Context: an optimization exercise on an open-source flow, tuned for small area, a short achievable clock period and few clock cycles per item. The choices shown serve that exercise and are no tape-out recipe. The RTL was checked by simulation tests, not by an equivalence proof against the original design. Power and IR drop assume default switching activity.

== run 1 ==
==> flow/design.v (excerpt) <==
module mmu_bounds_guard
#(
  parameter int ADDR_W = mmu_bounds_guard_pkg::ADDR_W_DEF,
  parameter int SEL_W  = mmu_bounds_guard_pkg::SEL_W_DEF,
  parameter int NSEG   = mmu_bounds_guard_pkg::NSEG_DEF
) (
  input  logic              clk,
  input  logic              rst,
  input  logic              we,
  input  logic [SEL_W-1:0]  sel,
  input  logic [31:0]       lower,
  input  logic [31:0]       upper,
  input  logic              req_valid,
  output logic              req_ready,
  input  logic [ADDR_W-1:0] req_addr,
  input  logic              req_wr,
  output logic              mem_valid,
  input  logic              mem_ready,
  output logic [ADDR_W-1:0] mem_addr,
  output logic              mem_wr,
  output logic              exc,
  output logic [ADDR_W-1:0] exc_addr,
  output logic [SEL_W-1:0]  exc_sel,
  input  logic              exc_ack
);
Settings: LEC_CHECK=0, CAP_MARGIN=20, CORE_MARGIN=2, CORE_UTILIZATION=45, SETUP_SLACK_MARGIN=2.9, SLEW_MARGIN=20, SYNTH_HIERARCHICAL=1; clock period 5.5 ns.
standard.sh (not shown) runs the stock make flow with config.mk's settings and CLKGATE_MAP_FILE= SYNTH_SCRIPT=/design/flow/synth_recipe.tcl, a recipe that flattens the netlist after the stock synthesis.
==> flow/flow/run.sh <==
#!/bin/bash
# Standard ORFS layout, with plain buf_1 cells on the ports instead of the
# delay buffers buffer_ports picks by default, and the delay-cell families
# kept out of the post-synthesis repairs. Synthesis is the standard one.
set -euo pipefail
PLAT_DONT_USE=$(make -s -C "$FLOW_HOME" DESIGN_CONFIG="$FLOW_CONFIG" print-DONT_USE_CELLS 2>/dev/null | sed -n 's/^DONT_USE_CELLS: //p')
EXTRA="sky130_fd_sc_hd__clkdlybuf4s15_1 sky130_fd_sc_hd__clkdlybuf4s15_2 sky130_fd_sc_hd__clkdlybuf4s18_1 sky130_fd_sc_hd__clkdlybuf4s18_2 sky130_fd_sc_hd__clkdlybuf4s25_1 sky130_fd_sc_hd__clkdlybuf4s25_2 sky130_fd_sc_hd__clkdlybuf4s50_1 sky130_fd_sc_hd__clkdlybuf4s50_2 sky130_fd_sc_hd__dlygate4sd1_1 sky130_fd_sc_hd__dlygate4sd2_1 sky130_fd_sc_hd__dlygate4sd3_1 sky130_fd_sc_hd__dlymetal6s2s_1 sky130_fd_sc_hd__dlymetal6s4s_1 sky130_fd_sc_hd__dlymetal6s6s_1"
echo "platform dont_use: $PLAT_DONT_USE" > flow_vars.log
bash standard.sh synth > synth.log 2>&1
bash standard.sh "BUFFER_PORTS_ARGS=-buffer_cell sky130_fd_sc_hd__buf_1" "POST_FLOORPLAN_TCL=$PWD/flow/downsize.tcl" "DONT_USE_CELLS=$PLAT_DONT_USE $EXTRA" finish > layout.log 2>&1
==> flow/flow/downsize.tcl <==
# Post-floorplan hook: set every combinational cell that synthesis mapped
# at a larger drive strength back to drive 1 (same function), so that the
# repair steps that follow upsize only what timing needs. Registers, ties
# and buffers are left alone.
set db [ord::get_db]
set n 0
foreach inst [[ord::get_db_block] getInsts] {
  set m [[$inst getMaster] getName]
  if {[regexp {^sky130_fd_sc_hd__(a21oi|o21ai|a21o|o21a|nand2|nor2|nand3|nor3|nand4|nor4|a22oi|o22ai|a211oi|o211ai|a31oi|o31ai|mux2i|xor2|xnor2|inv)_(2|4)$} $m -> fam drv]} {
    set small [$db findMaster sky130_fd_sc_hd__${fam}_1]
    if {$small ne "NULL" && $small ne ""} {
      $inst swapMaster $small
      incr n
    }
  }
}
puts "downsize.tcl: set $n cells to drive 1"
Testbench counts of run 1, summed over its fixed seeds: cycles 16,058, items 16,000.
Changes in run 2 relative to run 1:
# run 1
export LEC_CHECK = 0
export CAP_MARGIN = 20
export CORE_MARGIN = 2
export CORE_UTILIZATION = 45
export SETUP_SLACK_MARGIN = 2.9
export SLEW_MARGIN = 20
export SYNTH_HIERARCHICAL = 1
create_clock -name core_clock -period 5.5 [get_ports {clk}]
# run 2
export LEC_CHECK = 0
export CAP_MARGIN = 20
export CORE_MARGIN = 2
export CORE_UTILIZATION = 45
export SETUP_SLACK_MARGIN = 2.7
export SLEW_MARGIN = 20
export SYNTH_HIERARCHICAL = 1
create_clock -name core_clock -period 5.5 [get_ports {clk}]
## What came out
Run 2 and run 1 ended up with roughly the same wire length of the first global-routing pass.
Relative to run 1, the critical path depth in cells of run 2 is higher by 2.
From run 2 to run 1, global-route total usage across every layer did not move at all.
The final non-filler cell total in run 2 was lower than what run 1 gave.
Input changes introduced in run 3 (baseline for comparison: run 2):
-- flow/flow/run.sh --
<<< run 2, line 10
bash standard.sh "BUFFER_PORTS_ARGS=-buffer_cell sky130_fd_sc_hd__buf_1" "POST_FLOORPLAN_TCL=$PWD/flow/downsize.tcl" "DONT_USE_CELLS=$PLAT_DONT_USE $EXTRA" finish > layout.log 2>&1
>>> run 3, line 10
bash standard.sh "BUFFER_PORTS_ARGS=-buffer_cell sky130_fd_sc_hd__buf_1" "DONT_USE_CELLS=$PLAT_DONT_USE $EXTRA" finish > layout.log 2>&1
removed: flow/flow/downsize.tcl
| setup slack | run 3 vs run 2 | 4.6 ps higher |
Taking run 2 as the reference, in run 3 core utilization of the finished layout now larger, power density normalized to cell area now larger.
Worst hold slack after final layout was higher in the run labelled run 2.
Maximum number of pins on one net before global-route repair (run 3 over run 2): decrease, 3
Of run 2 and run 3, the higher data required time of the critical path belongs to run 2.
Looking at number of gates on the worst path with buffers counted across run 2 and run 3, the one that comes out higher is run 3.
On fmax, run 2 and run 3 are neck and neck.
What run 4 does differently from run 3 at the input level:
# run 3
export LEC_CHECK = 0
export CAP_MARGIN = 20
export CORE_MARGIN = 2
export CORE_UTILIZATION = 45
export SETUP_SLACK_MARGIN = 2.7
export SLEW_MARGIN = 20
export SYNTH_HIERARCHICAL = 1
create_clock -name core_clock -period 5.5 [get_ports {clk}]
# run 4
export LEC_CHECK = 0
export CAP_MARGIN = 20
export CORE_MARGIN = 2
export CORE_UTILIZATION = 45
export SETUP_SLACK_MARGIN = 2.8
export SLEW_MARGIN = 20
export SYNTH_HIERARCHICAL = 1
create_clock -name core_clock -period 5.5 [get_ports {clk}]
-- flow/flow/run.sh --
<<< run 3, line 10
bash standard.sh "BUFFER_PORTS_ARGS=-buffer_cell sky130_fd_sc_hd__buf_1" "DONT_USE_CELLS=$PLAT_DONT_USE $EXTRA" finish > layout.log 2>&1
>>> run 4, line 10
bash standard.sh "BUFFER_PORTS_ARGS=-buffer_cell sky130_fd_sc_hd__buf_1" "POST_FLOORPLAN_TCL=$PWD/flow/downsize.tcl" "DONT_USE_CELLS=$PLAT_DONT_USE $EXTRA" finish > layout.log 2>&1
==> flow/flow/downsize.tcl (new file) <==
# Post-floorplan hook: set every combinational cell that synthesis mapped
# at a larger drive strength back to drive 1 (same function), so that the
# repair steps that follow upsize only what timing needs. Registers, ties
# and buffers are left alone.
set db [ord::get_db]
set n 0
foreach inst [[ord::get_db_block] getInsts] {
  set m [[$inst getMaster] getName]
  if {[regexp {^sky130_fd_sc_hd__(a21oi|o21ai|a21o|o21a|nand2|nor2|nand3|nor3|nand4|nor4|a22oi|o22ai|a211oi|o211ai|a31oi|o31ai|mux2i|xor2|xnor2|inv)_(2|4)$} $m -> fam drv]} {
    set small [$db findMaster sky130_fd_sc_hd__${fam}_1]
    if {$small ne "NULL" && $small ne ""} {
      $inst swapMaster $small
      incr n
    }
  }
}
puts "downsize.tcl: set $n cells to drive 1"
==> notes.md <==
- In terms of final antenna-violating net count, run 3 and run 4 differ only marginally.
- Placer congestion estimate for run 4: 0.044 down relative to run 3
- Of the two values seen for source of the critical timing path, chk_q$_DFF_PP0_ was produced by run 3 and mem_ready by run 4.
- Number of stages on the worst hold path ends up higher on run 4.
- Sort run 3 and run 4 by combinational group share of total power, descending, and run 3 comes first.
- Taking run 3 as the reference, in run 4 critical path depth shrank by 4, power in combinational cells shrank by 5.2%.
The inputs of run 5 differ from those of run 4 as listed below.
# run 4
export LEC_CHECK = 0
export CAP_MARGIN = 20
export CORE_MARGIN = 2
export CORE_UTILIZATION = 45
export SETUP_SLACK_MARGIN = 2.8
export SLEW_MARGIN = 20
export SYNTH_HIERARCHICAL = 1
create_clock -name core_clock -period 5.5 [get_ports {clk}]
# run 5
export LEC_CHECK = 0
export CAP_MARGIN = 20
export CORE_MARGIN = 2
export CORE_UTILIZATION = 45
export SETUP_SLACK_MARGIN = 2.9
export SLEW_MARGIN = 20
export SYNTH_HIERARCHICAL = 1
create_clock -name core_clock -period 5.5 [get_ports {clk}]
-- flow/flow/run.sh --
<<< run 4, line 10
bash standard.sh "BUFFER_PORTS_ARGS=-buffer_cell sky130_fd_sc_hd__buf_1" "POST_FLOORPLAN_TCL=$PWD/flow/downsize.tcl" "DONT_USE_CELLS=$PLAT_DONT_USE $EXTRA" finish > layout.log 2>&1
>>> run 5, line 10
bash standard.sh "BUFFER_PORTS_ARGS=-buffer_cell sky130_fd_sc_hd__buf_1" "DONT_USE_CELLS=$PLAT_DONT_USE $EXTRA" finish > layout.log 2>&1
removed: flow/flow/downsize.tcl
[summary]
Delta (run 5 minus run 4): final design instance area without fill up 2.7%; slew of the pin with the lowest slew margin up 160 ps; final weighted congestion of routability-driven global placement up 0.039; relative slew slack down 10 points; wire length up 3.4%. Run 5 ran to completion and came out clean on the timing, design-rule and antenna checks. Number of optimization iterations in the first detailed-route pass delta for run 5 relative to run 4: 1 higher. Per the comparison of run 5 with run 4, final-layout clock-cell area share went down by 0.51 points, final worst setup slack climbed 40 ps, number of global-route vias before repair rose 209, power share of the clock group lost 1.7 points, sequential share of layout area decreased by 1.4 points relative to the old numbers.

==> re-timing with driven ports <==
In the flow no input, the clock included, has a driving cell. The finished layouts below were timed again as built, in two steps.
Step 1: set_driving_cell puts a clkbuf_16 on clk and a buf_2 on each other input, an assumption about the parent block.
Step 2 also shifts input and output timing later by t, the mid clock arrival at the registers, as if the neighbouring blocks saw the same clock.
Three values: no drivers, after step 1, after step 2; two values: the first two.
run	t (ns)	setup WS [ns]	worst data-port slew with drivers (ns)	cell pins on the clock port's net
run 1	0.379	2.929 / 2.903 / 2.681	0.05	1
run 2	0.382	2.843 / 2.843 / 2.536	0.05	1
run 3	0.392	2.847 / 2.847 / 2.551	0.05	1
run 4	0.377	2.888 / 2.865 / 2.570	0.05	1
run 5	0.379	2.927 / 2.894 / 2.591	0.05	1
After both steps setup and hold are still met in every run listed. The setup slack of run 5, which loses most, moves by -0.033 ns with the drivers and by -0.336 ns with both steps.
